What follows belongs to an exercise in optimizing a design on an open flow for small area; a production flow would make more cautious choices. In this exercise RTL edits were held to simulation tests only and were not proved equivalent to the original. The clock port is modelled as an ideal driver; clocking choices that lean on that would not hold on a real chip. Power and IR drop assume default switching activity.

run 1:
==> flow/design.v <==
`timescale 1ns/100ps
package invaders_pkg;
    typedef logic [11:0] coord_t;
    typedef logic [11:0] color_t;
    typedef logic [2:0]  slot_t;
    localparam int FIELD_WIDTH    = 640;
    localparam int NUM_INVADERS   = 8;
    localparam int NUM_LASERS     = 4;
    localparam int LASER_IDX_W    = $clog2(NUM_LASERS);
    localparam int INVADER_SIZE   = 32;
    localparam int CANNON_SIZE    = 32;
    localparam int CANNON_V       = 448;
    localparam int CANNON_STEP    = 2;
    localparam int CANNON_INIT_H  = 304;
    localparam int LASER_LEN      = 20;
    localparam int LASER_STEP     = 4;
    localparam int LASER_OFFSET_H = 16;
    localparam int DOWN_STEP      = 8;
    localparam color_t CANNON_COLOR = 12'hff0;
    localparam color_t LASER_COLOR  = 12'hfff;
    localparam bit [NUM_INVADERS-1:0] INVADER_INIT_ALIVE = 8'hff;
    localparam bit [NUM_INVADERS*12-1:0] INVADER_INIT_VPOS = {
        12'd64, 12'd64, 12'd64, 12'd64, 12'd0, 12'd0, 12'd0, 12'd0
    };
    localparam bit [NUM_INVADERS*12-1:0] INVADER_INIT_HPOS = {
        12'd320, 12'd256, 12'd192, 12'd128, 12'd320, 12'd256, 12'd192, 12'd128
    };
    localparam bit [NUM_INVADERS*12-1:0] INVADER_INIT_COLOR = {
        12'h88f, 12'h8f0, 12'hf80, 12'h0ff, 12'hf0f, 12'h00f, 12'h0f0, 12'hf00
    };
    typedef enum logic [1:0] {
        DIR_RIGHT,
        DIR_DOWN,
        DIR_LEFT
    } dir_t;
    typedef enum logic [2:0] {
        PH_IDLE,
        PH_SCAN,
        PH_MOVE,
        PH_CANNON,
        PH_LASERS
    } phase_t;
    localparam int UPDATE_CYCLES = 2 * NUM_INVADERS + 1 + NUM_LASERS;
endpackage
`timescale 1ns/100ps
`timescale 1ns/100ps
`timescale 1ns/100ps
`timescale 1ns/100ps
`timescale 1ns/100ps
`timescale 1ns/100ps
`timescale 1ns/100ps
module space_game_top (
    input  logic        clk25M,
    input  logic        reset,
    input  logic        frame_tick,
    input  logic        march_en,
    input  logic [3:0]  speed,
    input  logic        btn_left,
    input  logic        btn_right,
    input  logic        btn_fire,
    input  logic [11:0] whpos,
    input  logic [11:0] wvpos,
    input  logic [18:0] write_addr_in,
    input  logic        write_en,
    output logic [18:0] write_addr_out,
    output logic        write_en_out,
    output logic [11:0] vdin,
    output logic        update_busy
);
    logic [4:0] seq;
    wire        idle = ~|seq[3:0];                           
    wire        last = seq[3] & seq[2] & ~seq[1] & seq[0];   
    wire        upd  = seq[3] & ~seq[2] & seq[1];            
    always_ff @(posedge clk25M) begin
        if (reset || last) seq <= 5'd0;
        else if (idle)     seq <= {4'd0, frame_tick};
        else               seq <= {seq[3:0], seq[4] ^ seq[2]};
    end
    assign update_busy = !idle;
    logic [8:0] Hn;      
    logic [8:0] Yn;      
    logic [1:0] dir;     
    wire dl   = dir[0];
    wire down = dir[1];
    wire [8:0] hsum;     
    wire       hcar;     
    wire [8:0] ydec;     
    wire [8:0] Cnew;     
    wire edge_seen = dl ? hcar : (hsum < 9'd95);
    always_ff @(posedge clk25M) begin
        if (reset) begin
            Hn  <= ~9'd128;
            Yn  <= ~9'd0;
            dir <= 2'b00;
        end else if (upd && march_en) begin
            if (down) begin
                Yn  <= ydec;
                dir <= {1'b0, ~dl};
            end else if (edge_seen) begin
                dir <= {1'b1, dl};
            end else begin
                Hn  <= hsum;
            end
        end
    end
    logic [8:0] Cn;
    wire can_l  = btn_left && (Cn != ~9'd8);                   
    wire can_r  = !can_l && btn_right && (Cn > ~9'd312);       
    always_ff @(posedge clk25M) begin
        if (reset)                        Cn <= ~9'd160;
        else if (upd && (can_l || can_r)) Cn <= Cnew;
    end
    logic [3:0][6:0] En;     
    logic [3:0][8:0] Xn;
    logic            spawned;
    wire win  = seq[4] & ((seq[3] & ~seq[0]) | (seq[2] & seq[0]));
    wire free0 = ~|En[0][6:4];             
    wire fire0 = win && free0 && btn_fire && !spawned;
    wire [7:0] eb;
    wire [6:0] einc;
    assign eb[0] = 1'b1;
    for (genvar j = 0; j < 7; j++) begin : g_einc
        assign einc[j] = En[0][j] ^ eb[j];
        assign eb[j+1] = eb[j] & En[0][j];
    end
    logic [6:0] e_in;
    always_comb begin
        if (win && !free0) e_in = einc;
        else if (fire0)    e_in = ~7'd107;
        else               e_in = En[0];
    end
    always_ff @(posedge clk25M) begin
        En <= {e_in, En[3:1]} & {4{~reset, ~reset, ~reset, 4'b1111}};
    end
    always_ff @(posedge clk25M) begin
        Xn <= {free0 ? Cn : Xn[0], Xn[3:1]};
    end
    always_ff @(posedge clk25M) begin
        spawned <= win && (spawned || fire0);
    end
    wire [9:0] vc;
    wire [8:0] vr;
    wire [8:0] va = wvpos[11:3] | {9{upd}};
    assign vc[0] = ~upd;
    for (genvar j = 0; j < 9; j++) begin : g_vsub
        assign vr[j]   = va[j] ^ Yn[j] ^ vc[j];
        assign vc[j+1] = (va[j] & Yn[j]) | (vc[j] & (va[j] ^ Yn[j]));
    end
    assign ydec = vr;
    wire wrapY = ~|Yn[8:3];                      
    wire row0  = vc[9] && (vr[8:2] == 7'd0);
    wire row1  = (vc[9] ^ wrapY) && (vr[8:2] == 7'd2);
    wire [10:0] hcy;
    wire [9:0]  hr;
    wire [9:0]  hnx = {1'b1, Hn};
    wire [9:0]  hop = {whpos[9], upd ? {{5{~dl}}, speed ^ {4{~dl}}} : whpos[8:0]};
    assign hcy[0] = upd ? ~dl : 1'b1;
    for (genvar j = 0; j < 10; j++) begin : g_hsub
        assign hr[j]    = hop[j] ^ hnx[j] ^ hcy[j];
        assign hcy[j+1] = (hop[j] & hnx[j]) | (hcy[j] & (hop[j] ^ hnx[j]));
    end
    assign hsum = hr[8:0];
    assign hcar = hcy[9];
    wire inv_hit = (row0 | row1) && (whpos[11:10] == 2'd0) && hcy[10] && (hr[9:8] == 2'd0) && !hr[5];
    wire [2:0] idx = {row1, hr[7:6]};
    wire [9:0] ccy;
    wire [8:0] cr;
    wire [8:0] cp  = upd ? {{8{~can_l}}, 1'b0} : whpos[9:1];
    assign ccy[0] = 1'b1;
    for (genvar j = 0; j < 9; j++) begin : g_csub
        assign cr[j]     = cp[j] ^ Cn[j] ^ ccy[j];
        assign ccy[j+1]  = (cp[j] & Cn[j]) | (ccy[j] & (cp[j] ^ Cn[j]));
    end
    assign Cnew = cr;
    wire can_h   = (whpos[11:10] == 2'd0) && (ccy[9] ? (cr[8:3] == 6'h00) : (cr[8:3] == 6'h3f));
    wire can_hit = can_h && (wvpos[11:5] == 7'd14);
    wire       w_ok = (wvpos[11:9] == 3'd0) && (wvpos[8:6] != 3'b111);
    wire [4:0] la   = wvpos[8:4];
    wire [1:0] lb   = wvpos[3:2];
    wire [5:0] lmb;
    wire [4:0] lam1;
    assign lmb[0] = 1'b1;
    for (genvar j = 0; j < 5; j++) begin : g_lam1
        assign lam1[j]  = la[j] ^ lmb[j];
        assign lmb[j+1] = lmb[j] & ~la[j];
    end
    wire lam1_ok = (la != 5'd0);
    wire [8:0] lp = whpos[9:1];
    wire [8:0] lq;
    wire [9:0] lqc;
    assign lqc[0] = whpos[0];
    for (genvar j = 0; j < 9; j++) begin : g_lq
        assign lq[j]    = lp[j] ^ lqc[j];
        assign lqc[j+1] = lp[j] & lqc[j];
    end
    wire lh_ok = (whpos[11:10] == 2'd0);
    logic [3:0] las_h;
    for (genvar i = 0; i < 4; i++) begin : g_lhit
        wire [4:0] c  = ~En[i][6:2];
        wire [1:0] f  = ~En[i][1:0];
        wire       ge = (lb[1] & ~f[1]) | (~(lb[1] ^ f[1]) & (lb[0] | ~f[0]));
        wire       le = (~lb[1] & f[1]) | (~(lb[1] ^ f[1]) & (~lb[0] | f[0]));
        wire       vh = ((la == c) && ge) || (lam1_ok && (lam1 == c) && le);
        wire       hh = (lp == ~Xn[i]) || (lq == ~Xn[i]);
        assign las_h[i] = vh && hh;
    end
    wire las_hit = w_ok && lh_ok && (|las_h);
    logic [3:0] inv_code;
    always_comb begin
        case (idx)
            3'd0: inv_code = 4'b0100;     
            3'd1: inv_code = 4'b0010;     
            3'd2: inv_code = 4'b0001;     
            3'd3: inv_code = 4'b0101;     
            3'd4: inv_code = 4'b0011;     
            3'd5: inv_code = 4'b1100;     
            3'd6: inv_code = 4'b1010;     
            default: inv_code = 4'b1001;  
        endcase
    end
    logic [3:0] code;
    always_comb begin
        if (inv_hit)      code = inv_code;
        else if (can_hit) code = 4'b0110;    
        else if (las_hit) code = 4'b0111;    
        else              code = 4'b0000;
    end
    logic [3:0] col;
    always_ff @(posedge clk25M) begin
        if (reset || !write_en) col <= 4'd0;
        else                    col <= code;
    end
    wire r3 = col[2] | col[3];
    wire g3 = col[1] | col[3];
    assign vdin = {r3, {3{col[2]}}, g3, {3{col[1]}}, {4{col[0]}}};
    always_ff @(posedge clk25M) begin
        write_addr_out <= write_addr_in;
        write_en_out   <= write_en & ~reset;
    end
endmodule
export LEC_CHECK = 0
export CAP_MARGIN = 20
export CORE_MARGIN = 2
export CORE_UTILIZATION = 65
export PLACE_DENSITY = 0.9
export SLEW_MARGIN = 20
create_clock -name core_clock -period 6.0 [get_ports {clk25M}]
standard.sh (not shown) runs the stock make flow with config.mk's settings and CLKGATE_MAP_FILE= SYNTH_SCRIPT=/design/flow/synth_recipe.tcl, a recipe that flattens the netlist after the stock synthesis.
==> flow/flow/run.sh <==
#!/bin/bash
# Standard ORFS layout (standard synthesis unchanged) with small port buffers
# and a light clock tree: clkbuf_4 leaves under a clkbuf_8 root; leaves whose
# estimated output slew is high are then swapped for clkbuf_8 before routing.
set -euo pipefail
export BUFFER_PORTS_ARGS="-buffer_cell sky130_fd_sc_hd__buf_1"
export CTS_ARGS="-sink_clustering_enable -repair_clock_nets -dont_use_dummy_load -buf_list sky130_fd_sc_hd__clkbuf_4 -root_buf sky130_fd_sc_hd__clkbuf_8"
bash standard.sh cts > standard_cts.log 2>&1
export RES=orfs/results/${FLOW_PLATFORM}/space_game_top/base
export PLAT=${FLOW_HOME}/platforms/${FLOW_PLATFORM}
export FIX_SLEW_PS=90
openroad -no_init -exit flow/fix_cts.tcl > fix_cts.log 2>&1
bash standard.sh finish > standard_finish.log 2>&1
==> flow/flow/fix_cts.tcl <==
# Swap clkbuf_4 clock buffers whose output slew (placement estimate) is over
# FIX_SLEW_PS for clkbuf_8, legalize, and put the result back as the CTS result.
read_liberty $::env(PLAT)/lib/sky130_fd_sc_hd__tt_025C_1v80.lib
read_db $::env(RES)/4_cts.odb
read_sdc $::env(RES)/4_cts.sdc
source $::env(PLAT)/setRC.tcl
set_propagated_clock [all_clocks]
estimate_parasitics -placement
set lim $::env(FIX_SLEW_PS)
set big [[ord::get_db] findMaster sky130_fd_sc_hd__clkbuf_8]
set n 0
foreach inst [[ord::get_db_block] getInsts] {
  if {[[$inst getMaster] getName] == "sky130_fd_sc_hd__clkbuf_4"} {
    set pin [get_pins [$inst getName]/X]
    set s 0
    foreach e {rise fall} {
      set v [sta::time_ui_sta [get_property $pin slew_max_$e]]
      if {$v > $s} { set s $v }
    }
    if {$s * 1e12 > $lim} {
      $inst swapMaster $big
      incr n
      puts "upsized [$inst getName] (slew [format %.1f [expr {$s * 1e12}]] ps)"
    }
  }
}
puts "upsized $n clock buffers"
detailed_placement
check_placement
write_db $::env(RES)/4_1_cts.odb
after 1100
write_db $::env(RES)/4_cts.odb
Modified inputs, run 2 compared to run 1
- PLACE_DENSITY changed from 0.9 to 0.8
[summary]
- Going from run 1 to run 2, total power consumption of the routed design held, synthesis-to-finish area growth went up by 0.20 points, setup slack of the most critical reg-to-reg path lost 50 ps.
Modified inputs, run 3 compared to run 2
- changing PLACE_DENSITY from 0.8 to 0.9
diff --git a/flow/flow/run.sh b/flow/flow/run.sh
--- a/flow/flow/run.sh
+++ b/flow/flow/run.sh
@@ -10,3 +10,3 @@
 export PLAT=${FLOW_HOME}/platforms/${FLOW_PLATFORM}
-export FIX_SLEW_PS=90
+export FIX_SLEW_PS=105
 openroad -no_init -exit flow/fix_cts.tcl > fix_cts.log 2>&1
- | fraction of power consumed by the clock network | lower: run 3 |
- Compared with run 2, run 3 shows via count of the first global-routing pass higher by 3.4%.
- On worst endpoint required time, run 3 and run 2 are basically level.
- The iteration-0 DRC count of the detailed router of run 3 exceeds that of run 2 by 28%.
- Of the two values seen for endpoint of the most critical setup path, col[2] was produced by run 3 and Hn[0] by run 2.
- In run 3, overall power consumption is lower than in run 2.
- Taking run 2 as the reference point, the design area of run 3 falls by about 0.4%.
- Any difference in register area between run 2 and run 3 is small enough to ignore.
- Relative to run 2, wire length of the first global-routing pass increased by 0.43% in run 3.
- The number of vias per cell of run 3 is higher than that of run 2.
### run 3 -> run 4
- PLACE_DENSITY changed from 0.9 to 0.85
- CORE_UTILIZATION changed from 65 to 70
diff --git a/flow/flow/run.sh b/flow/flow/run.sh
--- a/flow/flow/run.sh
+++ b/flow/flow/run.sh
@@ -10,3 +10,3 @@
 export PLAT=${FLOW_HOME}/platforms/${FLOW_PLATFORM}
-export FIX_SLEW_PS=105
+export FIX_SLEW_PS=90
 openroad -no_init -exit flow/fix_cts.tcl > fix_cts.log 2>&1
==> comparison <==
In run 4 the sequential share of layout area turned out 0.17 points lower than in run 3. The run showing the smaller clock network fraction of total power is run 3. A capture point of the critical path of col[1] is what run 4 shows, while col[2] belongs to run 3. Diff run 3 -> run 4: data required time of the worst path fell 40 ps; post-placement worst setup slack about even. Looking at tap cell count across run 4 and run 3, the one that comes out lower is run 4.

re-timing with driven ports:
In the flow no input, the clock included, has a driving cell. The finished layouts below were timed again as built, in two steps.
Step 1 assumes that a clkbuf_16 drives the clock port and a buf_2 every other input.
Step 2, shift: input delay + t, output delay - t, t = (earliest + latest rising clock arrival at the registers) / 2. This alone moves slack from input paths to output paths.
Three values: no drivers, after step 1, after step 2; two values: the first two.
| run | t, ns | setup slack, ns | worst register clock-pin slew, ns | worst slew at a driven data input, ns | cell pins on the clock port's net |
|---|---|---|---|---|---|
| run 1 | 0.447 | 0.227 / 0.232 / -0.214 | 0.09 / 0.09 | 0.04 | 1 |
| run 2 | 0.429 | 0.179 / 0.185 / -0.244 | 0.09 / 0.09 | 0.04 | 1 |
| run 3 | 0.442 | 0.194 / 0.200 / -0.242 | 0.09 / 0.09 | 0.04 | 1 |
| run 4 | 0.442 | 0.096 / 0.104 / -0.338 | 0.09 / 0.09 | 0.04 | 1 |
Met with ideal ports but missed after step 2: setup timing in every run listed. For run 1, which loses most, drivers alone change the setup slack by +0.005 ns; drivers and shift together by -0.441 ns.
